This is an optimization exercise on Yosys and OpenROAD, whose aim is small area, not a production implementation.
At most, simulation tests tie the RTL to the original design; equivalence was not proved.
No functional check of the RTL was part of runs 2 and 3.
Power is estimated from default activity; no workload was simulated.

===== flow/run.sh =====
#!/bin/bash
# synth_recipe.tcl (not shown) runs the flow's synth.tcl, then flattens the netlist and writes it again
# the make line also repeats each setting of config.mk as NAME=value (left out here)
make -C /OpenROAD-flow-scripts/flow DESIGN_CONFIG=/design/flow/config.mk WORK_HOME=/design/flow/orfs CLKGATE_MAP_FILE= SYNTH_SCRIPT=/design/flow/synth_recipe.tcl finish

===== flow/config.mk =====
export PLATFORM = sky130hd
export DESIGN_NAME = spiMemorySlave
export DESIGN_NICKNAME = spiMemorySlave
export VERILOG_FILES = /design/flow/design.v
export SDC_FILE = /design/flow/constraint.sdc
export NUM_CORES = 4
export LEC_CHECK = 0
export CAP_MARGIN = 20
export CORE_MARGIN = 2
export CORE_UTILIZATION = 40
export SLEW_MARGIN = 20

===== flow/constraint.sdc =====
create_clock -name core_clock -period 8.0 [get_ports {clk}]
set_input_delay 1.6000 -clock core_clock [delete_from_list [all_inputs] [get_ports {clk}]]
set_output_delay 1.6000 -clock core_clock [all_outputs]
set_load 0.01 [all_outputs]

===== flow/design.v =====
module inputConditioner #(
    parameter int waitTime = 3,
    parameter logic resetLevel = 1'b0
) (
    input  logic clk,
    input  logic arstN,
    input  logic noisy,
    output logic conditioned,
    output logic risingEdge,
    output logic fallingEdge
);
    localparam int cntWidth = (waitTime < 1) ? 1 : $clog2(waitTime + 1);
    logic syncMeta;
    logic syncOut;
    logic [cntWidth-1:0] stableCnt;
    always_ff @(posedge clk or negedge arstN) begin
        if (!arstN) begin
            syncMeta <= resetLevel;
            syncOut  <= resetLevel;
        end else begin
            syncMeta <= noisy;
            syncOut  <= syncMeta;
        end
    end
    always_ff @(posedge clk or negedge arstN) begin
        if (!arstN) begin
            stableCnt   <= '0;
            conditioned <= resetLevel;
            risingEdge  <= 1'b0;
            fallingEdge <= 1'b0;
        end else begin
            risingEdge  <= 1'b0;
            fallingEdge <= 1'b0;
            if (syncOut == conditioned) begin
                stableCnt <= '0;
            end else if (stableCnt == cntWidth'(waitTime)) begin
                stableCnt   <= '0;
                conditioned <= syncOut;
                risingEdge  <= syncOut;
                fallingEdge <= !syncOut;
            end else begin
                stableCnt <= stableCnt + 1'b1;
            end
        end
    end
endmodule
module spiMemorySlave
#(
    parameter int waitTime = 3
) (
    input  logic clk,
    input  logic arstN,
    input  logic sclk,
    input  logic csN,
    input  logic mosi,
    output logic miso,
    output logic misoOe
);
    localparam logic [2:0] stIdle      = 3'd0;
    localparam logic [2:0] stGetAddr   = 3'd1;
    localparam logic [2:0] stReadShift = 3'd2;
    localparam logic [2:0] stWrShift   = 3'd3;
    localparam logic [2:0] stWaitCs    = 3'd4;
    logic csClean;
    logic sclkRise;
    logic sclkFall;
    logic mosiClean;
    inputConditioner #(
        .waitTime  (waitTime),
        .resetLevel(1'b1)
    ) csCond (
        .clk        (clk),
        .arstN      (arstN),
        .noisy      (csN),
        .conditioned(csClean),
        .risingEdge (),
        .fallingEdge()
    );
    inputConditioner #(
        .waitTime  (waitTime),
        .resetLevel(1'b0)
    ) sclkCond (
        .clk        (clk),
        .arstN      (arstN),
        .noisy      (sclk),
        .conditioned(),
        .risingEdge (sclkRise),
        .fallingEdge(sclkFall)
    );
    inputConditioner #(
        .waitTime  (waitTime),
        .resetLevel(1'b0)
    ) mosiCond (
        .clk        (clk),
        .arstN      (arstN),
        .noisy      (mosi),
        .conditioned(mosiClean),
        .risingEdge (),
        .fallingEdge()
    );
    logic [2:0] state;
    logic [2:0] bitCnt;
    logic       shiftEn;
    logic       lastBit;
    assign shiftEn = sclkRise &&
                     ((state == stGetAddr) || (state == stWrShift) || (state == stReadShift));
    assign lastBit = shiftEn && (bitCnt == 3'd7);
    logic [6:0] addr;
    logic [7:0] dataReg;
    logic [2:0] wAddrHi;
    logic       wPending;
    logic [4:0]    phase;
    logic          clearing;
    logic [1023:0] mem;
    logic [1023:0] memNext;
    logic [3:0]    ins;
    logic [7:0]    insData;
    logic          wIns;
    logic [6:0]    wAddr;
    always_ff @(posedge clk or negedge arstN) begin
        if (!arstN) begin
            state    <= stIdle;
            wPending <= 1'b0;
        end else begin
            if (wIns) begin
                wPending <= 1'b0;
            end
            if (csClean) begin
                state <= stIdle;
            end else begin
                case (state)
                    stIdle: begin
                        state <= stGetAddr;
                    end
                    stGetAddr: begin
                        if (lastBit) begin
                            state <= mosiClean ? stReadShift : stWrShift;
                        end
                    end
                    stReadShift: begin
                        if (lastBit) begin
                            state <= stWaitCs;
                        end
                    end
                    stWrShift: begin
                        if (lastBit) begin
                            state    <= stWaitCs;
                            wPending <= 1'b1;
                        end
                    end
                    stWaitCs: begin
                        state <= stWaitCs;
                    end
                    default: begin
                        state <= stIdle;
                    end
                endcase
            end
        end
    end
    always_ff @(posedge clk or negedge arstN) begin
        if (!arstN) begin
            bitCnt <= '0;
        end else if (csClean || (state == stIdle)) begin
            bitCnt <= '0;
        end else if (shiftEn) begin
            bitCnt <= bitCnt + 1'b1;
        end
    end
    always_ff @(posedge clk) begin
        for (int i = 0; i < 7; i++) begin
            if (shiftEn && (state == stGetAddr) && (bitCnt == 3'(6 - i))) begin
                addr[i] <= mosiClean;
            end
        end
        if (lastBit && (state == stWrShift)) begin
            wAddrHi <= addr[6:4];
        end
    end
    always_ff @(posedge clk or negedge arstN) begin
        if (!arstN) begin
            phase    <= '0;
            clearing <= 1'b1;
        end else begin
            phase <= phase + 1'b1;
            if (phase == 5'd31) begin
                clearing <= 1'b0;
            end
        end
    end
    assign wAddr   = {wAddrHi, addr[3:0]};
    assign wIns    = wPending && (phase == ~wAddr[4:0]);
    assign insData = clearing ? 8'h00 : dataReg;
    for (genvar r = 0; r < 4; r++) begin : gRing
        assign ins[r] = clearing || (wIns && (wAddr[6:5] == 2'(r)));
        assign memNext[(r*32)*8 +: 8] = ins[r] ? insData : mem[(r*32+31)*8 +: 8];
        for (genvar k = 1; k < 32; k++) begin : gSlot
            assign memNext[(r*32+k)*8 +: 8] = mem[(r*32+k-1)*8 +: 8];
        end
    end
    always_ff @(posedge clk) begin
        mem <= memNext;
    end
    logic [15:0] tap7;
    logic [7:0]  tap6;
    logic [7:0]  tap5;
    logic [19:0] tapLow;
    logic [4:0]  slot;
    logic        rdEn;
    for (genvar r = 0; r < 4; r++) begin : gTap
        for (genvar j = 0; j < 4; j++) begin : gT7
            assign tap7[r*4+j] = mem[(r*32+8*j)*8 + 7];
        end
        for (genvar j = 0; j < 2; j++) begin : gT65
            assign tap6[r*2+j] = mem[(r*32+16*j)*8 + 6];
            assign tap5[r*2+j] = mem[(r*32+16*j)*8 + 5];
        end
        for (genvar b = 0; b < 5; b++) begin : gTL
            assign tapLow[b*4+r] = mem[(r*32)*8 + b];
        end
    end
    assign slot = addr[4:0] + phase;
    assign rdEn = ((state == stGetAddr) && (bitCnt == 3'd7)) || (state == stReadShift);
    always_ff @(posedge clk) begin
        if (shiftEn && (state == stWrShift)) begin
            dataReg <= {dataReg[6:0], mosiClean};
        end else if (rdEn) begin
            if (slot[2:0] == 3'd0) begin
                dataReg[7] <= tap7[{addr[6:5], slot[4:3]}];
            end
            if (slot[3:0] == 4'd0) begin
                dataReg[6] <= tap6[{addr[6:5], slot[4]}];
                dataReg[5] <= tap5[{addr[6:5], slot[4]}];
            end
            if (slot == 5'd0) begin
                for (int b = 0; b < 5; b++) begin
                    dataReg[b] <= tapLow[b*4 + addr[6:5]];
                end
            end
        end
    end
    always_ff @(posedge clk or negedge arstN) begin
        if (!arstN) begin
            miso   <= 1'b0;
            misoOe <= 1'b0;
        end else if (csClean) begin
            miso   <= 1'b0;
            misoOe <= 1'b0;
        end else if (sclkFall) begin
            if (state == stReadShift) begin
                miso   <= dataReg[~bitCnt];
                misoOe <= 1'b1;
            end else begin
                miso   <= 1'b0;
                misoOe <= 1'b0;
            end
        end
    end
endmodule

==> results of run 1 <==
[worst register-to-register path, delay by kind of cell, from the launching register on]
family | cells | cell delay, ns
DFF | 1 | 0.40
buffers and inverters | 1 | 0.26
and+or+nand+nor | 2 | 0.32
adders and majority gates | 1 | 0.65
AOI/OAI and AO/OA | 2 | 0.87
[through the flow]
step | setup WS (ns) | hold slack [ns]
after floorplan | 5.629 | 0.3096
after global placement | 5.376 | 0.3096
after detailed placement | 5.180 | 0.3121
after CTS | 4.861 | 0.3183
after global routing | 4.843 | 0.3247
final | 4.918 | 0.3164
[cell type report]
class	instances	share of cell area, %
flip-flops and latches	1074	78.39
clock inverters	30	1.131
clock buffers	132	9.590
repair buffers	8	0.2694
multi-input cells	261	6.955
well taps	773	3.471
diodes	5	0.04490
inverters	11	0.1482
[cell families (layout without fill, tap and decap cells)]
kind of cell / Yosys count / after routing / synth area share [%]
adders and majority gates: 16 / 16 / 0.8682
xor gates and xnor gates: 8 / 8 / 0.2929
buffers and inverters: 29 / 181 / 0.5805
and+or+nand+nor: 138 / 138 / 2.903
DFF: 1074 / 1074 / 91.32
other: 0 / 5 / 0
AOI/OAI and AO/OA: 49 / 49 / 1.355
muxes: 50 / 50 / 2.683
[cell usage after synthesis, drive strengths merged, types with 4 or more instances]
master  instances
nand4           5
nand2b          6
mux4           11
xnor2           5
dfstp           4
dfrtp          28
nand2          40
nor3            7
nand3           7
a21oi          17
clkbuf         11
nor2b           6
o21ai          11
edfxtp         18
inv            11
ha             15
dfxtp        1024
a211oi          4
and3            9
buf             7
nor2           42
mux2i          36
[state kept, by name, summed over array words and instances, names as in the netlist, 3 cells and up]
register	count
addr	7
wAddrHi	3
bitCnt	3
state	3
mem	1024
phase	5
dataReg	8
[layer usage]
metal	GRT usage, %	wire, um
met1	13.82	15150
met2	12.90	11240
met3	2.784	1157
met4	4.294	916
met5	0	0
[power breakdown]
group / leakage, nW / internal [mW] / total, mW / switching (mW)
Sequential: 8.79 / 5.39 / 5.43 / 0.0356
Clock: 1.47 / 2.46 / 4.26 / 1.80
Combinational: 0.929 / 0.0337 / 0.0600 / 0.0263
Total: 11.2 / 7.89 / 9.75 / 1.86
[how the worst max path moves through the flow]
stage                     startpoint         end  cells past startpoint
after floorplan             phase[2]  dataReg[0]                      8
after global placement      phase[3]  dataReg[0]                      6
after detailed placement    phase[3]  dataReg[0]                      6
after CTS                       miso        miso                      1
after global routing            miso        miso                      1
final                           miso        miso                      1
==> flow_summary.ini, run 1 <==
[sta]
finalSetupTns_ns = 0
slew_headroom_pct = 43.17
setup_viol = 0
max_freq_mhz = 324.5
maxSlewViolCount = 0
post-route-period-util_pct = 38.53
finalHoldViolCount = 0
skew_ns = 0.01652
min_period_ns = 3.082
worst_slew_pin_slew_ns = 0.8524
rsz0062_at_grt = false

[critical_path]
worstPathRequired_ns = 6.40
r2r_slack_ns = 5.14
cp-start-kind = register
slowest_stage = clkdlybuf4s50_1
crit_chain = clkdlybuf4s50_1
criticalPathCategory = register to primary output
reg2regPathDepth = 6
crit_path_end_kind = primary output
critPathTopFamily = buffers and inverters
critical_path.max_stage_delay_ns = 0.53
reg2reg_to = dataReg[1]
rr_startpoint = phase[3]
crit_fanout = 2
arrival_ns = 1.48
crit_buf_inv = 1

[global_route]
antenna_found_initial = 1
grt_max_degree = 34
grt_pass1_vias = 9249
grt.total_usage_pct = 9.475
grt-ovfl-total = 0
grt_first_pass_wirelength_um = 47100

[detailed_routing]
drt_iter0_markers = 409
drt-total-wl_um = 28460
postRouteAntennaNets = 0
wl_per_cell_um = 12.41
route.detailed.drc = 0
viasPerCell = 4.018
dr_total_vias = 9217
drtPass1Iterations = 4

[layout]
layout_common_cells = dfxtp_1, clkbuf_16, nor2_1
fin_cells = 2294
final_core_util_pct = 47.22
register_area_um2 = 21850
final_common_cell = dfxtp_1
area_growth_pct = 16.49
multi_input_area_um2 = 1938
drive_gt1_share_pct = 11.54
nFillCells = 4983
nets = 1466
final_area_um2 = 27870

[floorplan]
start_util_pct = 40.53
die_y_um = 248.6
die_width_um = 248.6
die_area_um2 = 61780
ios = 7
rows = 89
core_um2 = 59020

[logic_synthesis]
async_flop_share_pct = 2.980
synth_cells = 1364
synth_top_area_share_pct = 85.69
synth_area_um2 = 23920
yosysTopAreaCell = dfxtp_1
ys_seq_area_share_pct = 91.32
yosys_warnings = 3
ys_types = 56
synth_area_leaders = dfxtp_1, dfrtp_1, edfxtp_1
synth_edf_count = 18
syn_nets = 1385
ys_ff_latch = 1074
syn-mean-instance-area_um2 = 17.54
synth_ff_type = dfxtp_1

[hold_path]
whs_endpoint = mem[253]
min-delay-start = mem[245]
min_delay_path_depth = 0
hp-class = register to register

[cts]
cts_setup_buffers = 0
clock_path_buffers = 3
insertion_delay_ns = 0.62
cts-root-buf = clkbuf_16
cts.htree.levels = 3
cts_hold_buf = 0
cts_tree = yes
numCtsBuffers = 89
ctsResizeCount = 0
clk_pin_slew_ns = 0.06
numClockSinks = 1074

[power]
leakagePower_nw = 11.19
powerDensity_nw_per_um2 = 349.9
p_total_mw = 9.750
ir_drop_v = 0.0003343

[placed_design]
io_buffers = 6
placed_cells = 2127
placed_cell_area_um2 = 24870
hpwl_um = 15850
finalWeightedCongestion = 0.7512

[job]
maxCapViolations = 0

[outcome]
outcome = complete, no violations
==> inputs of run 2 (changes only) <==
--- a/flow/design.v
+++ b/flow/design.v
@@ -22,27 +22,27 @@
             syncOut  <= syncMeta;
         end
     end
+    logic accepted;
     always_ff @(posedge clk or negedge arstN) begin
         if (!arstN) begin
             stableCnt   <= '0;
             conditioned <= resetLevel;
-            risingEdge  <= 1'b0;
-            fallingEdge <= 1'b0;
-        end else begin
-            risingEdge  <= 1'b0;
-            fallingEdge <= 1'b0;
+            accepted    <= 1'b0;
+        end else begin
+            accepted <= 1'b0;
             if (syncOut == conditioned) begin
                 stableCnt <= '0;
             end else if (stableCnt == cntWidth'(waitTime)) begin
                 stableCnt   <= '0;
                 conditioned <= syncOut;
-                risingEdge  <= syncOut;
-                fallingEdge <= !syncOut;
+                accepted    <= 1'b1;
             end else begin
                 stableCnt <= stableCnt + 1'b1;
             end
         end
     end
+    assign risingEdge  = accepted && conditioned;
+    assign fallingEdge = accepted && !conditioned;
 endmodule
 module spiMemorySlave
 #(
@@ -117,6 +117,8 @@
     logic [7:0]    insData;
     logic          wIns;
     logic [6:0]    wAddr;
+    logic          eq3;
+    logic          eq4;
     always_ff @(posedge clk or negedge arstN) begin
         if (!arstN) begin
             state    <= stIdle;
@@ -189,7 +191,9 @@
         end
     end
     assign wAddr   = {wAddrHi, addr[3:0]};
-    assign wIns    = wPending && (phase == ~wAddr[4:0]);
+    assign eq3     = (phase[2:0] == addr[2:0]);
+    assign eq4     = eq3 && (phase[3] == addr[3]);
+    assign wIns    = wPending && eq4 && (phase[4] == wAddrHi[0]);
     assign insData = clearing ? 8'h00 : dataReg;
     for (genvar r = 0; r < 4; r++) begin : gRing
         assign ins[r] = clearing || (wIns && (wAddr[6:5] == 2'(r)));
@@ -205,34 +209,36 @@
     logic [7:0]  tap6;
     logic [7:0]  tap5;
     logic [19:0] tapLow;
-    logic [4:0]  slot;
+    logic [1:0]  sel7;
+    logic        sel65;
     logic        rdEn;
     for (genvar r = 0; r < 4; r++) begin : gTap
         for (genvar j = 0; j < 4; j++) begin : gT7
-            assign tap7[r*4+j] = mem[(r*32+8*j)*8 + 7];
+            assign tap7[r*4+j] = mem[(r*32+8*j+7)*8 + 7];
         end
         for (genvar j = 0; j < 2; j++) begin : gT65
-            assign tap6[r*2+j] = mem[(r*32+16*j)*8 + 6];
-            assign tap5[r*2+j] = mem[(r*32+16*j)*8 + 5];
+            assign tap6[r*2+j] = mem[(r*32+16*j+15)*8 + 6];
+            assign tap5[r*2+j] = mem[(r*32+16*j+15)*8 + 5];
         end
         for (genvar b = 0; b < 5; b++) begin : gTL
-            assign tapLow[b*4+r] = mem[(r*32)*8 + b];
-        end
-    end
-    assign slot = addr[4:0] + phase;
+            assign tapLow[b*4+r] = mem[(r*32+31)*8 + b];
+        end
+    end
+    assign sel7  = phase[4:3] - addr[4:3] - 2'd1;
+    assign sel65 = ~(phase[4] ^ addr[4]);
     assign rdEn = ((state == stGetAddr) && (bitCnt == 3'd7)) || (state == stReadShift);
     always_ff @(posedge clk) begin
         if (shiftEn && (state == stWrShift)) begin
             dataReg <= {dataReg[6:0], mosiClean};
         end else if (rdEn) begin
-            if (slot[2:0] == 3'd0) begin
-                dataReg[7] <= tap7[{addr[6:5], slot[4:3]}];
-            end
-            if (slot[3:0] == 4'd0) begin
-                dataReg[6] <= tap6[{addr[6:5], slot[4]}];
-                dataReg[5] <= tap5[{addr[6:5], slot[4]}];
-            end
-            if (slot == 5'd0) begin
+            if (eq3) begin
+                dataReg[7] <= tap7[{addr[6:5], sel7}];
+            end
+            if (eq4) begin
+                dataReg[6] <= tap6[{addr[6:5], sel65}];
+                dataReg[5] <= tap5[{addr[6:5], sel65}];
+            end
+            if (eq4 && (phase[4] == addr[4])) begin
                 for (int b = 0; b < 5; b++) begin
                     dataReg[b] <= tapLow[b*4 + addr[6:5]];
                 end
--- a/flow/config.mk
+++ b/flow/config.mk
@@ -7,5 +7,8 @@
 export LEC_CHECK = 0
 export CAP_MARGIN = 20
 export CORE_MARGIN = 2
-export CORE_UTILIZATION = 40
+export CORE_UTILIZATION = 60
+export CTS_BUF_LIST = sky130_fd_sc_hd__clkbuf_16
+export CTS_CLUSTER_DIAMETER = 40
+export CTS_CLUSTER_SIZE = 30
 export SLEW_MARGIN = 20
==> run 2 against run 1 <==
Compared with the run above:
- still clean
- power increased by 0.38%
- via count decreased by 6.6%
- cell count decreased by 15%
- die area decreased by 34%
- core utilization increased by 23 points
- first-iteration DRC count decreased by 24%
- largest cell class unchanged
==> flow_summary.ini, run 2 <==
[sta]
max_freq_mhz = 324.8
post-route-period-util_pct = 38.48
fin_ws_ns = 4.921
slew_headroom_pct = 51.65
rsz0062_at_grt = false
timing.hold.ws_ns = 0.3037
setup_viol = 0
finalSetupTns_ns = 0
min_period_ns = 3.079
maxSlewViolCount = 0
worst_slew_pin_slew_ns = 0.7177
finalHoldViolCount = 0
skew_ns = 0.02327

[placed_design]
post-place-ws_ns = 5.527
io_buffers = 6
placed_cells = 1803
hpwl_um = 15460
finalWeightedCongestion = 0.7426
placed_cell_area_um2 = 24310

[logic_synthesis]
syn-mean-instance-area_um2 = 18.29
yosys_warnings = 3
ys_seq_area_share_pct = 92.21
ys_ff_latch = 1073
syn_nets = 1311
synth_top_area_share_pct = 86.63
synth_edf_count = 18
yosysTopAreaCell = dfxtp_1
synth_ff_type = dfxtp_1
synth_cells = 1294
ys_types = 39
synth_commonest_cells = dfxtp_1, nand2b_1, mux2i_1
synth_most_common_cell = dfxtp_1
synth_area_leaders = dfxtp_1, dfrtp_1, edfxtp_1
async_flop_share_pct = 2.889
synth_area_um2 = 23660

[critical_path]
crit_buf_inv = 1
cp-start-kind = register
slowest_stage = clkdlybuf4s50_1
crit_chain = clkdlybuf4s50_1
crit_fanout = 2
arrival_ns = 1.48
critical_path.max_stage_delay_ns = 0.54
worstPathRequired_ns = 6.40
crit_path_end_kind = primary output
criticalPathCategory = register to primary output
critPathTopFamily = buffers and inverters

[layout]
final_common_cell = dfxtp_1
largest_reg_flops = 1024
area_growth_pct = 15.51
regMostFlops = mem
final_area_um2 = 27330
drive_gt1_share_pct = 12.22
layout_common_cells = dfxtp_1, clkbuf_16, nand2b_1
nets = 1389
fin_cells = 1958
diodes = 0
top_regs = mem x1024, dataReg x8, addr x7
final_core_util_pct = 70.40
nFillCells = 2504

[power]
powerDensity_nw_per_um2 = 358.1
p_total_mw = 9.787
leakagePower_nw = 11.16
ir_drop_v = 0.0002836

[detailed_routing]
postRouteAntennaNets = 0
viasPerCell = 4.399
wl_per_cell_um = 14.05
route.detailed.drc = 0
drt-total-wl_um = 27500
dr_total_vias = 8613
drtPass1Iterations = 4
drt_iter0_markers = 309

[floorplan]
core_um2 = 38830
start_util_pct = 60.95
ios = 7
die_y_um = 202.6
die_area_um2 = 41040
rows = 72
die_width_um = 202.6

[global_route]
grt_max_degree = 42
grt_first_pass_wirelength_um = 44660
grt-ovfl-total = 0
grt.total_usage_pct = 14.10
grtUsageMet3_pct = 3.499
top_usage_layer = met1
antenna_found_initial = 1
grt_pass1_vias = 8585
gr-usage-met2_pct = 19.35
met1_usage_pct = 21.19

[cts]
clk_pin_slew_ns = 0.08
numCtsBuffers = 85
cts-root-buf = clkbuf_16
cts.htree.levels = 3
clock_path_buffers = 3
ctsResizeCount = 0
insertion_delay_ns = 0.60
cts_setup_buffers = 0
numClockSinks = 1073
cts_tree = yes
cts_hold_buf = 0

[outcome]
outcome = complete, no violations

[hold_path]
hp-class = register to register

[job]
maxCapViolations = 0
## run 2: power breakdown
group | total [mW] | internal (mW) | switching [mW]
Combinational | 0.0664 | 0.0335 | 0.0328
Clock | 4.31 | 2.25 | 2.06
Sequential | 5.41 | 5.38 | 0.0309
## run 2: path summary, 6_finish.rpt
check,start,to,slack [ns],cells after the start
min,mem[743],mem[751],0.30,0
min reg2reg,mem[743],mem[751],0.30,0
max,miso,miso,4.92,1
max reg2reg,phase[0],dataReg[0],5.57,4
min in group asynchronous,arstN,sclkCond.syncMeta,1.41,2
max in group asynchronous,arstN,clearing,6.26,2
## run 2: final cells by class
type | instances | area (um2) | area share (%)
Clock inverter | 68 | 845.8 | 3.094
Timing Repair Buffer | 7 | 67.56 | 0.2472
Tap cell | 518 | 648.1 | 2.371
Clock buffer | 87 | 2177 | 7.965
Sequential cell | 1073 | 21820 | 79.83
Multi-Input combinational cell | 198 | 1748 | 6.395
Inverter | 7 | 26.28 | 0.09613
## run 2: kinds of logic after synthesis
family	synth area share (%)
AOI/OAI and AO/OA	0.4018
and+or+nand+nor	2.443
buffers and inverters	0.4018
adders and majority gates	0.6345
muxes	3.400
xor gates and xnor gates	0.5076
DFF	92.21
## run 2: metal layers
metal | part of all wire [%] | up-vias
met1 | 52 | 4119
met5 | 0 | -
met2 | 40 | 118
met4 | 2.8 | 0
met3 | 5.0 | 66
li1 | - | 4310
## run 2: worst reg2reg max path, cell delays in order (launching register included)
cell and delay, ns:
dfrtp_1 0.42, xor2_1 0.18, nor3_1 0.58, nand4b_1 0.24, o21ai_0 0.64
==> inputs of run 3 (changes only) <==
--- a/flow/config.mk
+++ b/flow/config.mk
@@ -7,8 +7,8 @@
 export LEC_CHECK = 0
 export CAP_MARGIN = 20
 export CORE_MARGIN = 2
-export CORE_UTILIZATION = 60
+export CORE_UTILIZATION = 40
 export CTS_BUF_LIST = sky130_fd_sc_hd__clkbuf_16
-export CTS_CLUSTER_DIAMETER = 40
-export CTS_CLUSTER_SIZE = 30
+export CTS_CLUSTER_DIAMETER = 50
+export CTS_CLUSTER_SIZE = 24
 export SLEW_MARGIN = 20
==> run 3 against run 2 <==
Compared with the run above:
- still clean on timing, DRC and antenna
- core utilization decreased by 25 points
- flip-flop and latch count unchanged
- synthesized area did not move
- clock skew increased by 0.010 ns
- setup slack lost 0.060 ns
- first-iteration DRC count is 52% higher
- critical path depth did not move
- clock power shrank 24%
- sequential power about the same
- critical path type unchanged
- largest cell class unchanged
- largest power group unchanged
==> flow_summary.ini, run 3 <==
[critical_path]
cp-startpoint = misoOe
worstPathRequired_ns = 6.40
crit_buf_inv = 1
crit_chain = clkdlybuf4s50_1
criticalPathCategory = register to primary output
rr_startpoint = phase[0]
r2r_slack_ns = 5.55
cp-start-kind = register
arrival_ns = 1.54
crit_path_end_kind = primary output
slowest_stage = clkdlybuf4s50_1
crit_fanout = 2
critical_path.max_stage_delay_ns = 0.54
critPathTopFamily = buffers and inverters

[layout]
layout_common_cells = dfxtp_1, clkbuf_16, nand2b_1
nFillCells = 5023
nets = 1365
fin_cells = 2158
drive_gt1_share_pct = 8.526
multi_input_area_um2 = 1748
final_area_um2 = 26630
regMostFlops = mem
register_area_um2 = 21820
top_regs = mem x1024, dataReg x8, addr x7
area_growth_pct = 12.55
final_common_cell = dfxtp_1
largest_reg_flops = 1024

[logic_synthesis]
yosysTopAreaCell = dfxtp_1
synth_commonest_cells = dfxtp_1, nand2b_1, mux2i_1
ys_seq_area_share_pct = 92.21
ys_ff_latch = 1073
synth_area_leaders = dfxtp_1, dfrtp_1, edfxtp_1
synth_ff_type = dfxtp_1
syn_nets = 1311
async_flop_share_pct = 2.889
synth_top_area_share_pct = 86.63
synth_cells = 1294
yosys_warnings = 3
synth_edf_count = 18
synth_area_um2 = 23660
ys_types = 39
synth_most_common_cell = dfxtp_1
syn-mean-instance-area_um2 = 18.29

[detailed_routing]
wl_per_cell_um = 12.51
postRouteAntennaNets = 0
drt_iter0_markers = 471
route.detailed.drc = 0
drt-total-wl_um = 27000
dr_total_vias = 8426
drtPass1Iterations = 4
viasPerCell = 3.905

[power]
powerDensity_nw_per_um2 = 328.9
pwr-share-comb_pct = 0.8
p_total_mw = 8.761
power_frac_seq_pct = 61.8
ir_drop_v = 0.0001963
leakagePower_nw = 10.68
switching_share_pct = 20.45
clockPowerShare_pct = 37.4
p_int_mw = 6.970
p_switching_mw = 1.791

[global_route]
antenna_found_initial = 0
grt_max_degree = 42
grt.total_usage_pct = 9.332
grt_first_pass_wirelength_um = 44640
grt_pass1_vias = 8592
grt-ovfl-total = 0

[cts]
insertion_delay_ns = 0.64
clk_pin_slew_ns = 0.09
ctsResizeCount = 0
cts-root-buf = clkbuf_16
cts_hold_buf = 0
numCtsBuffers = 61
cts_tree = yes
cts_setup_buffers = 0
numClockSinks = 1073
clock_path_buffers = 3
cts.htree.levels = 2

[sta]
skew_ns = 0.03346
post-route-period-util_pct = 39.23
worst_slew_pin_slew_ns = 0.7860
maxSlewViolCount = 0
finalSetupTns_ns = 0
rsz0062_at_grt = false
finalHoldViolCount = 0
max_freq_mhz = 318.6
min_period_ns = 3.138
setup_viol = 0
slew_headroom_pct = 47.60
timing.hold.ws_ns = 0.3153

[placed_design]
io_buffers = 6
placed_cells = 2058
hpwl_um = 15770
placed_cell_area_um2 = 24630
finalWeightedCongestion = 0.7575

[floorplan]
core_um2 = 58800
die_y_um = 247.2
start_util_pct = 40.25
die_width_um = 247.2
ios = 7
die_area_um2 = 61120
rows = 89

[job]
maxCapViolations = 0

[hold_path]
min-delay-start = mem[54]
hp-class = register to register

[outcome]
outcome = complete, no violations
-- run 3: cell types whose count changed in the layout (fill, tap and decap cells not counted), sizes merged --
cell / delta
bufinv: -2
inv: -20
diode: +1
clkbuf: -23
clkinv: -11
-- run 3: cell type report --
| type | instances | share of cell area (%) |
|---|---|---|
| flip-flops and latches | 1073 | 81.93 |
| clock inverters | 35 | 1.503 |
| well taps | 773 | 3.631 |
| inverters | 7 | 0.09865 |
| diodes | 1 | 0.009395 |
| repair buffers | 7 | 0.2537 |
| multi-input cells | 198 | 6.563 |
| clock buffers | 64 | 6.013 |
-- run 3: worst reg2reg max path, stage by stage, from the launching register on --
cell	delay, ns
dfrtp_1	0.43
xor2_1	0.17
nor3_1	0.59
nand4b_1	0.26
o21ai_0	0.64
-- run 3: cell families (layout without fill, tap and decap cells) --
kind of cell    after synthesis  count (layout)  share of synthesized area [%]
flops                      1073            1073                          92.21
compound gates               16              16                         0.4018
other cells                   0               1                              0
xor+xnor                     12              12                         0.5076
fa+ha+maj                    12              12                         0.6345
buf+inv                      23             113                         0.4018
simple gates                 98              98                          2.443
mux                          60              60                          3.400
-- run 3: power groups by stage --
stage | Combinational [mW] | Clock (mW) | Sequential [mW]
after global placement | 0.0631 | 0 | 5.54
after floorplan | 0.0563 | 0 | 5.52
after CTS | 0.0697 | 3.40 | 5.41
after detailed placement | 0.0694 | 0 | 5.54
final | 0.0676 | 3.28 | 5.41
after global routing | 0.0805 | 3.60 | 5.42
-- run 3: final timing paths --
path                                        to  depth (start not counted)
hold reg to reg                        mem[62]                          0
setup reg to reg                    dataReg[0]                          4
setup / recovery                        misoOe                          1
min in group asynchronous  csCond.stableCnt[1]                          2
max in group asynchronous             clearing                          2
hold / removal                         mem[62]                          0
-- run 3: metal layers --
layer	GRT usage, %	wire [um]	part of all wire, %	up-vias
li1	-	-	-	4213
met1	13.34	14070	52	4043
met2	13.25	10860	40	100
met3	2.214	1056	3.9	70
met4	4.544	1004	3.7	0
met5	0	0	0	-
-- run 3: per-stage QoR --
stage,util [%],worst slack [ns]
final,45.30,4.862
after global routing,45.29,4.783
after CTS,45.29,4.808
after detailed placement,41.89,5.528
after global placement,41.89,5.533
after floorplan,-,5.714
==> inputs of run 4 (changes only) <==
--- a/flow/design.v
+++ b/flow/design.v
@@ -194,7 +194,7 @@
     assign eq3     = (phase[2:0] == addr[2:0]);
     assign eq4     = eq3 && (phase[3] == addr[3]);
     assign wIns    = wPending && eq4 && (phase[4] == wAddrHi[0]);
-    assign insData = clearing ? 8'h00 : dataReg;
+    assign insData = dataReg;
     for (genvar r = 0; r < 4; r++) begin : gRing
         assign ins[r] = clearing || (wIns && (wAddr[6:5] == 2'(r)));
         assign memNext[(r*32)*8 +: 8] = ins[r] ? insData : mem[(r*32+31)*8 +: 8];
@@ -227,8 +227,10 @@
     assign sel7  = phase[4:3] - addr[4:3] - 2'd1;
     assign sel65 = ~(phase[4] ^ addr[4]);
     assign rdEn = ((state == stGetAddr) && (bitCnt == 3'd7)) || (state == stReadShift);
-    always_ff @(posedge clk) begin
-        if (shiftEn && (state == stWrShift)) begin
+    always_ff @(posedge clk or negedge arstN) begin
+        if (!arstN) begin
+            dataReg <= '0;
+        end else if (shiftEn && (state == stWrShift)) begin
             dataReg <= {dataReg[6:0], mosiClean};
         end else if (rdEn) begin
             if (eq3) begin
--- a/flow/config.mk
+++ b/flow/config.mk
@@ -10,5 +10,5 @@
 export CORE_UTILIZATION = 40
 export CTS_BUF_LIST = sky130_fd_sc_hd__clkbuf_16
 export CTS_CLUSTER_DIAMETER = 50
-export CTS_CLUSTER_SIZE = 24
+export CTS_CLUSTER_SIZE = 28
 export SLEW_MARGIN = 20
==> run 4 against run 3 <==
Compared with the run above:
- power up 5.8%
- clock skew down 0.0024 ns
- via count up 0.33%
- worst hold slack worse by 0.0070 ns
- cell count down 0.28%
- critical path type unchanged
- largest power group unchanged
- highest routed layer unchanged
==> flow_summary.ini, run 4 <==
[logic_synthesis]
synth_edf_count = 10
async_flop_share_pct = 3.635
synth_area_um2 = 23580
yosysTopAreaCell = dfxtp_1
synth_commonest_cells = dfxtp_1, mux2_2, dfrtp_1
ys_ff_latch = 1073
syn_nets = 1279
syn-mean-instance-area_um2 = 18.69
ys_types = 46
synth_ff_type = dfxtp_1
synth_area_leaders = dfxtp_1, dfrtp_1, mux2_2
ys_seq_area_share_pct = 92.36
synth_cells = 1262
yosys_warnings = 3
synth_most_common_cell = dfxtp_1
synth_top_area_share_pct = 86.92

[detailed_routing]
postRouteAntennaNets = 0
dr_total_vias = 8454
viasPerCell = 3.928
drt-total-wl_um = 26450
route.detailed.drc = 0
wl_per_cell_um = 12.29
drtPass1Iterations = 4
drt_iter0_markers = 344

[power]
ir_drop_v = 0.0002196
powerDensity_nw_per_um2 = 343.0
leakagePower_nw = 10.88

[cts]
cts_setup_buffers = 0
clk_pin_slew_ns = 0.09
ctsResizeCount = 0
cts_hold_buf = 0
cts.htree.levels = 3
numCtsBuffers = 66
cts-root-buf = clkbuf_16
numClockSinks = 1073
insertion_delay_ns = 0.61
cts_tree = yes
clock_path_buffers = 3

[layout]
diodes = 0
area_growth_pct = 14.63
layout_common_cells = dfxtp_1, clkbuf_16, mux2_2
top_regs = mem x1024, dataReg x8, addr x7
final_core_util_pct = 46.07
drive_gt1_share_pct = 13.20
nets = 1344
final_common_cell = dfxtp_1
largest_reg_flops = 1024
regMostFlops = mem

[hold_path]
min_delay_path_depth = 0
hp-class = register to register

[critical_path]
worstPathRequired_ns = 6.40
critPathTopFamily = buffers and inverters
crit_chain = clkdlybuf4s50_1
worst-path-stages = 1
critical_path.max_stage_delay_ns = 0.56
crit_buf_inv = 1
cp-start-kind = register
arrival_ns = 1.54
crit_fanout = 2
crit_path_end_kind = primary output
criticalPathCategory = register to primary output
slowest_stage = clkdlybuf4s50_1
reg2regPathDepth = 4

[sta]
finalHoldViolCount = 0
skew_ns = 0.03106
setup_viol = 0
max_freq_mhz = 318.2
post-route-period-util_pct = 39.28
finalSetupTns_ns = 0
slew_headroom_pct = 39.98
min_period_ns = 3.143
maxSlewViolCount = 0
rsz0062_at_grt = false
worst_slew_pin_slew_ns = 0.9003

[global_route]
antenna_found_initial = 3
top_usage_layer = met1
met1_usage_pct = 13.33
grtUsageMet3_pct = 2.746
gr-usage-met2_pct = 12.48
grt_first_pass_wirelength_um = 43300
grt_max_degree = 40
grt_pass1_vias = 8291
grt-ovfl-total = 0
grt.total_usage_pct = 9.160

[floorplan]
die_y_um = 246.8
start_util_pct = 40.19
core_um2 = 58690
die_area_um2 = 60920
ios = 7
die_width_um = 246.8
rows = 89

[outcome]
outcome = complete, no violations

[placed_design]
hpwl_um = 15170
finalWeightedCongestion = 0.7304
io_buffers = 6

[job]
maxCapViolations = 0
[run 4: final timing paths]
check / endpoint / slack (ns) / start
max: misoOe / 4.86 / misoOe
min: mem[962] / 0.31 / mem[954]
max reg2reg: mem[4] / 5.58 / phase[3]
min reg2reg: mem[962] / 0.31 / mem[954]
max in group asynchronous: phase[0] / 6.32 / arstN
min in group asynchronous: miso / 1.12 / arstN
[run 4: stage by stage]
stage	cells	power (mW)	hold WS, ns	instance area [um2]	setup slack (ns)
2_1_floorplan	1262	5.579	0.3096	23580	5.873
3_3_place_gp	2032	5.597	0.3097	24560	5.529
3_5_place_dp	2032	5.604	0.3121	24560	5.500
4_1_cts	2152	9.393	0.3093	27030	4.808
5_1_grt	2152	9.619	0.3093	27030	4.791
6_report	2152	9.274	0.3083	27030	4.857
[run 4: cell families after synthesis]
logic type,after synthesis,share of synthesized area (%)
fa+ha+maj,12,0.6366
buf+inv,19,0.3608
simple gates,55,1.321
mux,66,3.862
xor+xnor,12,0.5412
compound gates,25,0.9232
flops,1073,92.36
[run 4: area by class of cell]
type,instances,area [um2]
inverter,10,37.54
fill,4951,31650
sequential,1073,21780
clock buffer,68,1702
tap,773,967.2
timing repair buffer,6,55.05
multi-input combinational,170,1718
clock inverter,52,773.2
[run 4: power by group]
| group | switching, mW | internal, mW |
|---|---|---|
| Clock | 1.94 | 1.86 |
| Combinational | 0.0271 | 0.0341 |
| Sequential | 0.0373 | 5.38 |
| Total | 2.00 | 7.27 |
[run 4: per-layer routing]
metal / vias to the layer above / wire (um)
li1: 4183 / -
met1: 4075 / 14110
met2: 120 / 10310
met3: 76 / 1121
met4: 0 / 908
met5: - / 0
==> inputs of run 5 (changes only) <==
--- a/flow/config.mk
+++ b/flow/config.mk
@@ -9,6 +9,6 @@
 export CORE_MARGIN = 2
 export CORE_UTILIZATION = 40
 export CTS_BUF_LIST = sky130_fd_sc_hd__clkbuf_16
-export CTS_CLUSTER_DIAMETER = 50
-export CTS_CLUSTER_SIZE = 28
+export CTS_CLUSTER_DIAMETER = 60
+export CTS_CLUSTER_SIZE = 32
 export SLEW_MARGIN = 20
==> run 5 against run 4 <==
Compared with the run above:
- global-route usage shrank 0.38 points
- clock power is 27% lower
- design area is 3.6% lower
- highest routed layer unchanged
- sequential share of layout area increased by 3.0 points
- worst hold slack worse by 0.0021 ns
- fmax rose by 0.85%
- first-iteration DRC count increased by 0.29%
- critical path type unchanged
==> flow_summary.ini, run 5 <==
[sta]
post-route-period-util_pct = 38.95
maxSlewViolCount = 0
setup_viol = 0
worst_slew_pin_slew_ns = 0.8873
skew_ns = 0.02847
finalHoldViolCount = 0
max_freq_mhz = 320.9
finalSetupTns_ns = 0
rsz0062_at_grt = false
min_period_ns = 3.116
slew_headroom_pct = 40.85

[critical_path]
worst-path-stages = 1
crit_buf_inv = 1
critPathTopFamily = buffers and inverters
crit_path_end_kind = primary output
arrival_ns = 1.52
slowest_stage = clkdlybuf4s50_1
worstPathRequired_ns = 6.40
crit_chain = clkdlybuf4s50_1
cp-start-kind = register
crit_fanout = 2
reg2regPathDepth = 4
critical_path.max_stage_delay_ns = 0.56
criticalPathCategory = register to primary output

[cts]
cts.htree.levels = 2
ctsResizeCount = 0
clk_pin_slew_ns = 0.10
numClockSinks = 1073
cts_tree = yes
insertion_delay_ns = 0.59
cts_setup_buffers = 0
cts-root-buf = clkbuf_16
numCtsBuffers = 45
cts_hold_buf = 0
clock_path_buffers = 3

[detailed_routing]
drt-total-wl_um = 25800
wl_met2_um = 9985
wl_met3_um = 1084
viasPerCell = 3.903
postRouteAntennaNets = 0
dr.max_layer_used = met4
wl_per_cell_um = 12.26
dr_total_vias = 8211
drt_iter0_markers = 345
drtPass1Iterations = 4
wl_met1_um = 13910
route.detailed.drc = 0

[layout]
final_common_cell = dfxtp_1
area_growth_pct = 10.47
largest_reg_flops = 1024
final_core_util_pct = 44.39
regMostFlops = mem
top_regs = mem x1024, dataReg x8, addr x7
diodes = 0
nets = 1323
nFillCells = 5021
layout_common_cells = dfxtp_1, mux2_2, clkbuf_16
drive_gt1_share_pct = 10.37

[hold_path]
min_delay_path_depth = 0
hp-class = register to register

[global_route]
antenna_found_initial = 3
grt-ovfl-total = 0
grt_first_pass_wirelength_um = 42000
grt_pass1_vias = 8041
grt_max_degree = 40
grt.total_usage_pct = 8.775

[floorplan]
start_util_pct = 40.19
core_um2 = 58690
die_width_um = 246.8
die_y_um = 246.8
rows = 89
ios = 7
die_area_um2 = 60920

[logic_synthesis]
synth_edf_count = 10
yosysTopAreaCell = dfxtp_1
synth_area_um2 = 23580
async_flop_share_pct = 3.635
synth_ff_type = dfxtp_1
yosys_warnings = 3
ys_ff_latch = 1073
synth_top_area_share_pct = 86.92
synth_area_leaders = dfxtp_1, dfrtp_1, mux2_2
syn-mean-instance-area_um2 = 18.69
ys_types = 46
syn_nets = 1279
synth_most_common_cell = dfxtp_1
synth_cells = 1262
ys_seq_area_share_pct = 92.36
synth_commonest_cells = dfxtp_1, mux2_2, dfrtp_1

[power]
p_total_mw = 8.257
powerDensity_nw_per_um2 = 316.9
ir_drop_v = 0.0002009
leakagePower_nw = 10.39

[placed_design]
hpwl_um = 15170
io_buffers = 6
finalWeightedCongestion = 0.7304

[outcome]
outcome = complete, no violations

[job]
maxCapViolations = 0
run 5: cell counts after synthesis:
No cell type changed its count.
run 5: final timing paths:
kind                            startpoint               endpoint  slack (ns)
worst min-delay path              mem[938]               mem[946]        0.31
worst max-delay path                misoOe                 misoOe        4.88
worst max register to register    phase[3]                 mem[4]        5.60
max in group asynchronous            arstN  mosiCond.stableCnt[0]        6.32
worst min register to register    mem[938]               mem[946]        0.31
min in group asynchronous            arstN              bitCnt[0]        1.13
run 5: power by group:
part / internal [mW] / switching [mW] / leakage [nW] / total, mW
Sequential: 5.38 / 0.0374 / 8.83 / 5.42
Clock: 1.20 / 1.58 / 0.726 / 2.78
Combinational: 0.0341 / 0.0268 / 0.837 / 0.0608
run 5: area by class of cell:
| class | count | area (um2) | share of cell area, % |
|---|---|---|---|
| clock buffers | 47 | 1176 | 4.514 |
| clock inverters | 25 | 317.8 | 1.220 |
| inverters | 10 | 37.54 | 0.1441 |
| multi-input cells | 170 | 1718 | 6.594 |
| flip-flops and latches | 1073 | 21780 | 83.60 |
| well taps | 773 | 967.2 | 3.712 |
| repair buffers | 6 | 55.05 | 0.2113 |
run 5: logic make-up (layout without fill, tap and decap cells):
kind of cell | after synthesis | in the layout | synth area share, %
adder cells (fa/ha/maj) | 12 | 12 | 0.6366
AO/OA/AOI/OAI | 25 | 25 | 0.9232
AND/OR/NAND/NOR | 55 | 55 | 1.321
buffers and inverters | 19 | 88 | 0.3608
XOR/XNOR | 12 | 12 | 0.5412
multiplexers | 66 | 66 | 3.862
flip-flops | 1073 | 1073 | 92.36
run 5: per-stage QoR:
step | instances | worst slack (ns) | hold WS [ns] | cell area, um2
after detailed placement | 2032 | 5.500 | 0.3121 | 24560
after floorplan | 1262 | 5.873 | 0.3096 | 23580
after global placement | 2032 | 5.529 | 0.3097 | 24560
after CTS | 2104 | 4.824 | 0.3108 | 26050
after global routing | 2104 | 4.817 | 0.3061 | 26050
final | 2104 | 4.884 | 0.3062 | 26050
run 5: layer usage:
metal,track usage [%],up-vias
met5,0,-
li1,-,4115
met4,3.880,0
met3,1.758,57
met2,12.16,100
met1,13.18,3939
==> inputs of run 6 (changes only) <==
--- a/flow/config.mk
+++ b/flow/config.mk
@@ -7,8 +7,8 @@
 export LEC_CHECK = 0
 export CAP_MARGIN = 20
 export CORE_MARGIN = 2
-export CORE_UTILIZATION = 40
+export CORE_UTILIZATION = 70
 export CTS_BUF_LIST = sky130_fd_sc_hd__clkbuf_16
-export CTS_CLUSTER_DIAMETER = 60
+export CTS_CLUSTER_DIAMETER = 40
 export CTS_CLUSTER_SIZE = 32
 export SLEW_MARGIN = 20
==> run 6 against run 5 <==
Compared with the run above:
- global-route usage is 10 points higher
- worst hold slack better by 0.0015 ns
- cell count is 12% lower
- register-to-register slack better by 0.02 ns
- setup slack improved by 0.012 ns
- die area down 42%
- first-iteration DRC count rose by 21%
- via count increased by 4.5%
- critical path type unchanged
==> flow_summary.ini, run 6 <==
[outcome]
outcome = complete, no violations

[sta]
post-route-period-util_pct = 38.80
skew_ns = 0.02803
slew_headroom_pct = 39.05
maxSlewViolCount = 0
finalSetupTns_ns = 0
timing.hold.ws_ns = 0.3077
fin_ws_ns = 4.896
rsz0062_at_grt = false
max_freq_mhz = 322.2
min_period_ns = 3.104
setup_viol = 0
finalHoldViolCount = 0
worst_slew_pin_slew_ns = 0.9143

[global_route]
grt_pass1_vias = 9307
antenna_found_initial = 0
grt-ovfl-total = 0
grt.total_usage_pct = 19.24
grt_max_degree = 40
grt_first_pass_wirelength_um = 51350

[placed_design]
io_buffers = 6
post-place-ws_ns = 5.512
finalWeightedCongestion = 0.7830
hpwl_um = 15760

[cts]
cts-root-buf = clkbuf_16
clk_pin_slew_ns = 0.09
insertion_delay_ns = 0.62
ctsResizeCount = 0
clock_path_buffers = 3
cts_hold_buf = 0
cts.htree.levels = 3
cts_tree = yes
numCtsBuffers = 75
numClockSinks = 1073
cts_setup_buffers = 0

[critical_path]
critical_path.max_stage_delay_ns = 0.55
slowest_stage = clkdlybuf4s50_1
crit_buf_inv = 1
cp-start-kind = register
criticalPathCategory = register to primary output
crit_chain = clkdlybuf4s50_1
worstPathRequired_ns = 6.40
critPathTopFamily = buffers and inverters
arrival_ns = 1.50
crit_path_end_kind = primary output
crit_fanout = 2

[logic_synthesis]
ys_types = 46
synth_top_area_share_pct = 86.92
synth_compound_area_share_pct = 0.9231
synth_commonest_cells = dfxtp_1, mux2_2, dfrtp_1
synth-simple-area-share_pct = 1.321
synth_area_leaders = dfxtp_1, dfrtp_1, mux2_2
synth_most_common_cell = dfxtp_1
async_flop_share_pct = 3.635
synth-xor-area-share_pct = 0.5411
synth_area_um2 = 23580
syn_nets = 1279
syn-mean-instance-area_um2 = 18.69
synth_ff_type = dfxtp_1
synth_cells = 1262
synth_fa_ha_area_share_pct = 0.6366
synth.area.mux_share_pct = 3.862
synth_edf_count = 10
synth_top_family_by_area = multiplexers
ys_seq_area_share_pct = 92.36
yosys_warnings = 3
ys_ff_latch = 1073
yosysTopAreaCell = dfxtp_1

[floorplan]
ios = 7
die_area_um2 = 35180
die_y_um = 187.6
start_util_pct = 70.69
core_um2 = 33360
rows = 67
die_width_um = 187.6

[layout]
nets = 1353
diodes = 0
drive_gt1_share_pct = 13.83
regMostFlops = mem
area_growth_pct = 13.34
layout_common_cells = dfxtp_1, clkbuf_16, mux2_2
final_common_cell = dfxtp_1
largest_reg_flops = 1024
top_regs = mem x1024, dataReg x8, addr x7

[detailed_routing]
wl_met3_um = 958
viasPerCell = 4.655
drt_iter0_markers = 416
route.detailed.drc = 0
drtPass1Iterations = 4
dr.max_layer_used = met4
wl_per_cell_um = 17.20
dr_total_vias = 8584
wl_met2_um = 14940
drt-total-wl_um = 31710
wl_met1_um = 15090
postRouteAntennaNets = 0

[power]
clockPowerShare_pct = 41.6
powerDensity_nw_per_um2 = 351.5
leakagePower_nw = 10.94
p_switching_mw = 1.961
p_total_mw = 9.395
pwr-share-comb_pct = 0.7
switching_share_pct = 20.87
power_frac_seq_pct = 57.7
p_int_mw = 7.434
ir_drop_v = 0.0002829

[hold_path]
hp-class = register to register

[job]
maxCapViolations = 0
## run 6: cell types whose count changed in the layout (fill, tap and decap cells not counted), sizes merged
cell      before  now
clkinv         6   26
bufinv         2    6
clkinvlp       3    4
clkbuf        47   76
inv           24   35
## run 6: area by class of cell
| cell class | count | area [um2] |
|---|---|---|
| clock buffers | 76 | 1902 |
| clock inverters | 61 | 675.6 |
| fillers | 1698 | 6635 |
| inverters | 10 | 37.54 |
| multi-input cells | 170 | 1718 |
| flip-flops and latches | 1073 | 21780 |
| well taps | 448 | 560.5 |
| repair buffers | 6 | 55.05 |
## run 6: layer usage
| layer | track usage (%) | up-vias |
|---|---|---|
| met4 | 7.874 | 0 |
| met2 | 30.37 | 106 |
| met5 | 0 | - |
| li1 | - | 4211 |
| met1 | 26.68 | 4212 |
| met3 | 3.706 | 55 |
## run 6: kinds of logic after synthesis
group / Yosys count
muxes: 66
buffers and inverters: 19
AOI/OAI and AO/OA: 25
adders and majority gates: 12
and+or+nand+nor: 55
xor gates and xnor gates: 12
DFF: 1073
## run 6: final timing paths
| check | start | to | slack [ns] | depth (start not counted) |
|---|---|---|---|---|
| max | misoOe | misoOe | 4.90 | 1 |
| min | mem[794] | mem[802] | 0.31 | 0 |
| max reg2reg | bitCnt[0] | dataReg[2] | 5.62 | 6 |
| min reg2reg | mem[794] | mem[802] | 0.31 | 0 |
| max in group asynchronous | arstN | dataReg[0] | 6.29 | 1 |
| min in group asynchronous | arstN | csCond.stableCnt[1] | 1.12 | 1 |
## run 6: stage by stage
stage                     utilization (%)  std cells  cell area [um2]
after floorplan                         -       1262            23580
after global placement              72.39       1707            24150
after detailed placement            72.39       1707            24150
after CTS                           80.11       1844            26730
after global routing                80.11       1844            26730
final                               80.11       1844            26730
## run 6: power groups by stage
stage,Combinational [mW],Sequential [mW],Clock (mW)
floorplan,0.0602,5.52,0
global placement,0.0587,5.54,0
detailed placement,0.0633,5.54,0
CTS,0.0688,5.42,4.01
global route,0.0759,5.42,4.20
finish,0.0665,5.42,3.91
==> inputs of run 7 (changes only) <==
--- a/flow/config.mk
+++ b/flow/config.mk
@@ -7,8 +7,8 @@
 export LEC_CHECK = 0
 export CAP_MARGIN = 20
 export CORE_MARGIN = 2
-export CORE_UTILIZATION = 70
+export CORE_UTILIZATION = 55
 export CTS_BUF_LIST = sky130_fd_sc_hd__clkbuf_16
-export CTS_CLUSTER_DIAMETER = 40
-export CTS_CLUSTER_SIZE = 32
+export CTS_CLUSTER_DIAMETER = 45
+export CTS_CLUSTER_SIZE = 28
 export SLEW_MARGIN = 20
==> run 7 against run 6 <==
Compared with the run above:
- fmax increased by 1.8%
- power decreased by 3.4%
- cell count increased by 4.1%
- worst hold slack improved by 0.0032 ns
- via count decreased by 3.4%
- register-to-register slack improved by 0.06 ns
- design area decreased by 0.46%
- clock skew increased by 0.0071 ns
- setup slack improved by 0.054 ns
- routed wire length decreased by 15%
- first-iteration DRC count decreased by 1.7%
- largest cell class unchanged
- highest routed layer unchanged
==> flow_summary.ini, run 7 <==
[outcome]
outcome = complete, no violations

[logic_synthesis]
ys_types = 46
synth_top_area_share_pct = 86.92
synth-xor-area-share_pct = 0.5411
ys_ff_latch = 1073
synth_area_leaders = dfxtp_1, dfrtp_1, mux2_2
syn_nets = 1279
synth.area.mux_share_pct = 3.862
synth_edf_count = 10
synth_area_um2 = 23580
yosysTopAreaCell = dfxtp_1
synth_cells = 1262
synth_fa_ha_area_share_pct = 0.6366
syn-mean-instance-area_um2 = 18.69
synth_top_family_by_area = multiplexers
synth-simple-area-share_pct = 1.321
synth_compound_area_share_pct = 0.9231
synth_ff_type = dfxtp_1
async_flop_share_pct = 3.635
yosys_warnings = 3
synth_most_common_cell = dfxtp_1
ys_seq_area_share_pct = 92.36
synth_commonest_cells = dfxtp_1, mux2_2, dfrtp_1

[layout]
nets = 1345
drive_gt1_share_pct = 13.41
top_regs = mem x1024, dataReg x8, addr x7
final_common_cell = dfxtp_1
layout_common_cells = dfxtp_1, clkbuf_16, mux2_2
nFillCells = 3021
register_area_um2 = 21780
fin_cells = 1919
diodes = 0
area_growth_pct = 12.81
regMostFlops = mem
largest_reg_flops = 1024
multi_input_area_um2 = 1718

[detailed_routing]
drtPass1Iterations = 4
dr_total_vias = 8290
viasPerCell = 4.320
route.detailed.drc = 0
drt-total-wl_um = 27050
drt_iter0_markers = 409
postRouteAntennaNets = 0
wl_per_cell_um = 14.10

[floorplan]
die_area_um2 = 44550
rows = 75
die_y_um = 211.1
start_util_pct = 55.97
core_um2 = 42130
die_width_um = 211.1
ios = 7

[sta]
slew_headroom_pct = 38.03
rsz0062_at_grt = false
timing.hold.ws_ns = 0.3109
min_period_ns = 3.050
skew_ns = 0.03514
finalSetupTns_ns = 0
setup_viol = 0
max_freq_mhz = 327.9
post-route-period-util_pct = 38.13
worst_slew_pin_slew_ns = 0.9295
maxSlewViolCount = 0
finalHoldViolCount = 0

[placed_design]
io_buffers = 6
hpwl_um = 15420
placed_cells = 1798
finalWeightedCongestion = 0.7639

[power]
ir_drop_v = 0.0002494
p_switching_mw = 1.916
power_frac_seq_pct = 59.7
powerDensity_nw_per_um2 = 341.2
p_int_mw = 7.160
leakagePower_nw = 10.79
clockPowerShare_pct = 39.6
switching_share_pct = 21.11
pwr-share-comb_pct = 0.7

[critical_path]
criticalPathCategory = register to primary output
worstPathRequired_ns = 6.40
crit_chain = clkdlybuf4s50_1
arrival_ns = 1.45
critPathTopFamily = buffers and inverters
crit_buf_inv = 1
crit_path_end_kind = primary output
crit_fanout = 2
slowest_stage = clkdlybuf4s50_1
critical_path.max_stage_delay_ns = 0.53
cp-start-kind = register
r2r_slack_ns = 5.68

[cts]
numClockSinks = 1073
clock_path_buffers = 3
cts-root-buf = clkbuf_16
numCtsBuffers = 67
ctsResizeCount = 0
cts_hold_buf = 0
cts.htree.levels = 3
cts_tree = yes
insertion_delay_ns = 0.60
clk_pin_slew_ns = 0.09
cts_setup_buffers = 0

[global_route]
grt_pass1_vias = 8146
grt-ovfl-total = 0
antenna_found_initial = 0
grt_max_degree = 40
grt.total_usage_pct = 12.71
grt_first_pass_wirelength_um = 43240

[job]
maxCapViolations = 0

[hold_path]
hp-class = register to register
[run 7: cell counts after synthesis]
Identical to the previous run, type by type.
[run 7: logic make-up after synthesis]
| family | Yosys count |
|---|---|
| xor gates and xnor gates | 12 |
| DFF | 1073 |
| buffers and inverters | 19 |
| AOI/OAI and AO/OA | 25 |
| and+or+nand+nor | 55 |
| adders and majority gates | 12 |
| muxes | 66 |
[run 7: metal layers]
layer	vias to the layer above	global-route usage, %	routed length (um)
li1	4200	-	-
met4	0	5.682	947
met5	-	0	0
met1	3928	18.82	14610
met3	70	3.791	952
met2	92	17.21	10540
[run 7: path summary, 6_finish.rpt]
check / from / endpoint / cells after the start
max reg2reg: phase[3] / mem[0] / 4
min: mem[706] / mem[714] / 0
min reg2reg: mem[706] / mem[714] / 0
max: miso / miso / 1
max in group asynchronous: arstN / wPending / 1
min in group asynchronous: arstN / mosiCond.syncMeta / 1
[run 7: power groups by stage]
stage | Combinational [mW] | Clock (mW) | Sequential [mW]
2_1_floorplan | 0.0602 | 0 | 5.52
3_3_place_gp | 0.0588 | 0 | 5.54
3_5_place_dp | 0.0621 | 0 | 5.54
4_1_cts | 0.0623 | 3.71 | 5.42
5_1_grt | 0.0713 | 3.91 | 5.42
6_report | 0.0604 | 3.60 | 5.42
[run 7: area by class of cell]
cell class | instances | area share (%)
flip-flops and latches | 1073 | 81.87
clock inverters | 51 | 2.210
repair buffers | 6 | 0.2069
well taps | 539 | 2.535
multi-input cells | 170 | 6.457
inverters | 10 | 0.1411
clock buffers | 70 | 6.584
[run 7: metrics by stage]
| stage | power [mW] | worst slack, ns | utilization, % | cell area (um2) |
|---|---|---|---|---|
| finish | 9.077 | 4.950 | 63.14 | 26610 |
| global route | 9.410 | 4.869 | 63.14 | 26610 |
| CTS | 9.188 | 4.898 | 63.14 | 26610 |
| detailed placement | 5.605 | 5.535 | 57.59 | 24270 |
| global placement | 5.599 | 5.542 | 57.59 | 24270 |
| floorplan | 5.579 | 5.873 | - | 23580 |
==> inputs of run 8 (changes only) <==
==> flow/flow/run.sh (new file) <==
#!/bin/bash
# standard layout, with the clock tree built without dummy loads
set -euo pipefail
export CTS_ARGS="-sink_clustering_enable -repair_clock_nets -dont_use_dummy_load -buf_list sky130_fd_sc_hd__clkbuf_8 -sink_clustering_size 18 -sink_clustering_max_diameter 40"
bash standard.sh > standard_make.log 2>&1
==> flow/standard.sh (new file) <==
#!/bin/bash
# synth_recipe.tcl (not shown) runs the flow's synth.tcl, then flattens the netlist and writes it again
# the make line also repeats each setting of config.mk as NAME=value (left out here)
make -C /OpenROAD-flow-scripts/flow DESIGN_CONFIG=/design/flow/config.mk WORK_HOME=/design/flow/orfs CLKGATE_MAP_FILE= SYNTH_SCRIPT=/design/flow/synth_recipe.tcl "${@:-finish}"
--- a/flow/config.mk
+++ b/flow/config.mk
@@ -7,8 +7,5 @@
 export LEC_CHECK = 0
 export CAP_MARGIN = 20
 export CORE_MARGIN = 2
-export CORE_UTILIZATION = 55
-export CTS_BUF_LIST = sky130_fd_sc_hd__clkbuf_16
-export CTS_CLUSTER_DIAMETER = 45
-export CTS_CLUSTER_SIZE = 28
+export CORE_UTILIZATION = 40
 export SLEW_MARGIN = 20
removed: flow/run.sh
==> run 8 against run 7 <==
Compared with the run above:
- non-clock buffer count stayed put
- clock power is about 30% lower
- cell count is 11% higher
- still clean on timing, DRC and antenna
- largest power group unchanged
- synthesized cell count stayed put
- setup slack worse by 0.11 ns
- first-iteration DRC count is 16% lower
- count of clock-buffer cells in the layout is 24 higher
- global-route usage is 3.6 points lower
- routed wire length is 2.7% lower
==> flow_summary.ini, run 8 <==
[hold_path]
hp-class = register to register
min_delay_path_depth = 0

[floorplan]
start_util_pct = 40.19
rows = 89
die_y_um = 246.8
core_um2 = 58690
die_width_um = 246.8
die_area_um2 = 60920
ios = 7

[logic_synthesis]
synth_area_leaders = dfxtp_1, dfrtp_1, mux2_2
syn_nets = 1279
synth_commonest_cells = dfxtp_1, mux2_2, dfrtp_1
ys_types = 46
synth_cells = 1262
yosys_warnings = 3
ys_ff_latch = 1073
syn-mean-instance-area_um2 = 18.69
synth_most_common_cell = dfxtp_1
synth_edf_count = 10
synth_top_area_share_pct = 86.92
synth_area_um2 = 23580
synth_ff_type = dfxtp_1
async_flop_share_pct = 3.635
ys_seq_area_share_pct = 92.36
yosysTopAreaCell = dfxtp_1

[cts]
clk_pin_slew_ns = 0.09
cts-root-buf = clkbuf_8
numCtsBuffers = 94
cts_tree = yes
clock_path_buffers = 3
cts_hold_buf = 0
insertion_delay_ns = 0.65
numClockSinks = 1073
cts_setup_buffers = 0
ctsResizeCount = 0
cts.htree.levels = 3

[sta]
maxSlewViolCount = 0
worst_slew_pin_slew_ns = 0.8896
timing.hold.ws_ns = 0.2575
max_freq_mhz = 316.5
setup_viol = 0
min_period_ns = 3.159
skew_ns = 0.07618
finalSetupTns_ns = 0
post-route-period-util_pct = 39.49
rsz0062_at_grt = false
slew_headroom_pct = 40.69
fin_ws_ns = 4.841
finalHoldViolCount = 0

[power]
leakagePower_nw = 10.34
p_total_mw = 7.993
ir_drop_v = 0.0001993
powerDensity_nw_per_um2 = 309.1

[placed_design]
post-place-ws_ns = 5.500
hpwl_um = 15170
io_buffers = 6
placed_cells = 2032
placed_cell_area_um2 = 24560
finalWeightedCongestion = 0.7304

[detailed_routing]
viasPerCell = 3.982
drt-total-wl_um = 26320
drt_iter0_markers = 342
postRouteAntennaNets = 0
drtPass1Iterations = 4
dr_total_vias = 8470
route.detailed.drc = 0
wl_per_cell_um = 12.37

[critical_path]
reg2regPathDepth = 4
critPathTopFamily = buffers and inverters
cp-endpoint = misoOe
crit_buf_inv = 1
crit_path_end_kind = primary output
worstPathRequired_ns = 6.40
crit_chain = clkdlybuf4s50_1
r2r_slack_ns = 5.62
arrival_ns = 1.56
rr_startpoint = phase[3]
cp-startpoint = misoOe
cp-start-kind = register
criticalPathCategory = register to primary output
reg2reg_to = mem[514]
slowest_stage = clkdlybuf4s50_1
critical_path.max_stage_delay_ns = 0.56
worst-path-stages = 1
crit_fanout = 2

[global_route]
antenna_found_initial = 3
grt.total_usage_pct = 9.151
grt-ovfl-total = 0
grt_pass1_vias = 8459
grt_first_pass_wirelength_um = 43390
grt_max_degree = 40

[layout]
area_growth_pct = 9.629
final_common_cell = dfxtp_1
largest_reg_flops = 1024
layout_common_cells = dfxtp_1, clkbuf_8, mux2_2
final_core_util_pct = 44.06
nFillCells = 5052
multi_input_area_um2 = 1718
fin_cells = 2127
nets = 1372
top_regs = mem x1024, dataReg x8, addr x7
regMostFlops = mem
drive_gt1_share_pct = 12.05
final_area_um2 = 25850
register_area_um2 = 21780

[job]
maxCapViolations = 0

[outcome]
outcome = complete, no violations
-- run 8: worst reg2reg max path, cell delays in order, from the launching register on --
cell and delay [ns]:
dfrtp_1 0.41, ha_1 0.51, nand4_2 0.24, o41ai_4 0.69
mux2_2 0.41
-- run 8: layout make-up --
cell class / instances / area share (%)
Antenna cell: 1 / 0.009679
Clock buffer: 94 / 5.004
Inverter: 10 / 0.1452
Multi-Input combinational cell: 170 / 6.644
Sequential cell: 1073 / 84.24
Tap cell: 773 / 3.741
Timing Repair Buffer: 6 / 0.2129
-- run 8: layer usage --
layer,share of wire [%],routed length (um),vias to the layer above,GRT usage (%)
li1,-,-,4171,-
met5,0,0,-,0
met2,39,10320,134,12.32
met3,4.4,1161,80,2.876
met1,53,14010,4085,13.20
met4,3.1,821,0,4.483
-- run 8: how the worst min path moves through the flow --
stage                   from        end  slack (ns)
floorplan           mem[992]  mem[1000]        0.31
global placement    mem[207]   mem[215]        0.31
detailed placement  mem[619]   mem[627]        0.31
CTS                 mem[199]   mem[207]        0.26
global route        mem[947]   mem[955]        0.27
finish              mem[947]   mem[955]        0.26
-- run 8: logic make-up (layout without fill, tap and decap cells) --
family | Yosys count | after routing | share of synthesized area [%]
other cells | 0 | 1 | 0
compound gates | 25 | 25 | 0.9232
flops | 1073 | 1073 | 92.36
simple gates | 55 | 55 | 1.321
fa+ha+maj | 12 | 12 | 0.6366
buf+inv | 19 | 110 | 0.3608
mux | 66 | 66 | 3.862
xor+xnor | 12 | 12 | 0.5412
-- run 8: report_power, final --
| part | switching (mW) | internal [mW] |
|---|---|---|
| combinational | 0.0268 | 0.0341 |
| sequential | 0.0371 | 5.38 |
| clock | 1.47 | 1.05 |
| total | 1.53 | 6.46 |

==> port drivers added, routing unchanged <==
In the flow no input, the clock included, has a driving cell. The finished layouts below were timed again as built, in two steps.
Step 1 assumes that a clkbuf_16 drives the clock port and a buf_2 every other input.
Step 2 adds t to the input delays and takes it off the output delays; t is the mean of the earliest and latest rising clock arrival at the registers after step 1. Input paths then give back, and output paths get back, about the clock's delay inside the block.
Three values: no drivers, after step 1, after step 2; two values: the first two.
run | t, ns | setup WS [ns] | hold WS [ns] | worst slew at a driven data input, ns
run 1 | 0.663 | 4.918 / 4.864 / 5.137 | 0.316 / 0.316 / 0.316 | 0.03
run 2 | 0.645 | 4.921 / 4.867 / 5.512 | 0.304 / 0.304 / 0.304 | 0.03
run 3 | 0.679 | 4.862 / 4.806 / 5.486 | 0.315 / 0.315 / 0.315 | 0.03
run 4 | 0.649 | 4.857 / 4.803 / 5.453 | 0.308 / 0.308 / 0.308 | 0.03
run 5 | 0.633 | 4.884 / 4.831 / 5.463 | 0.306 / 0.306 / 0.306 | 0.03
run 6 | 0.653 | 4.896 / 4.843 / 5.497 | 0.308 / 0.308 / 0.308 | 0.04
run 7 | 0.636 | 4.950 / 4.899 / 5.535 | 0.311 / 0.311 / 0.311 | 0.03
run 8 | 0.680 | 4.841 / 4.788 / 5.468 | 0.257 / 0.257 / 0.257 | 0.03
After both steps every run listed still meets setup and hold.
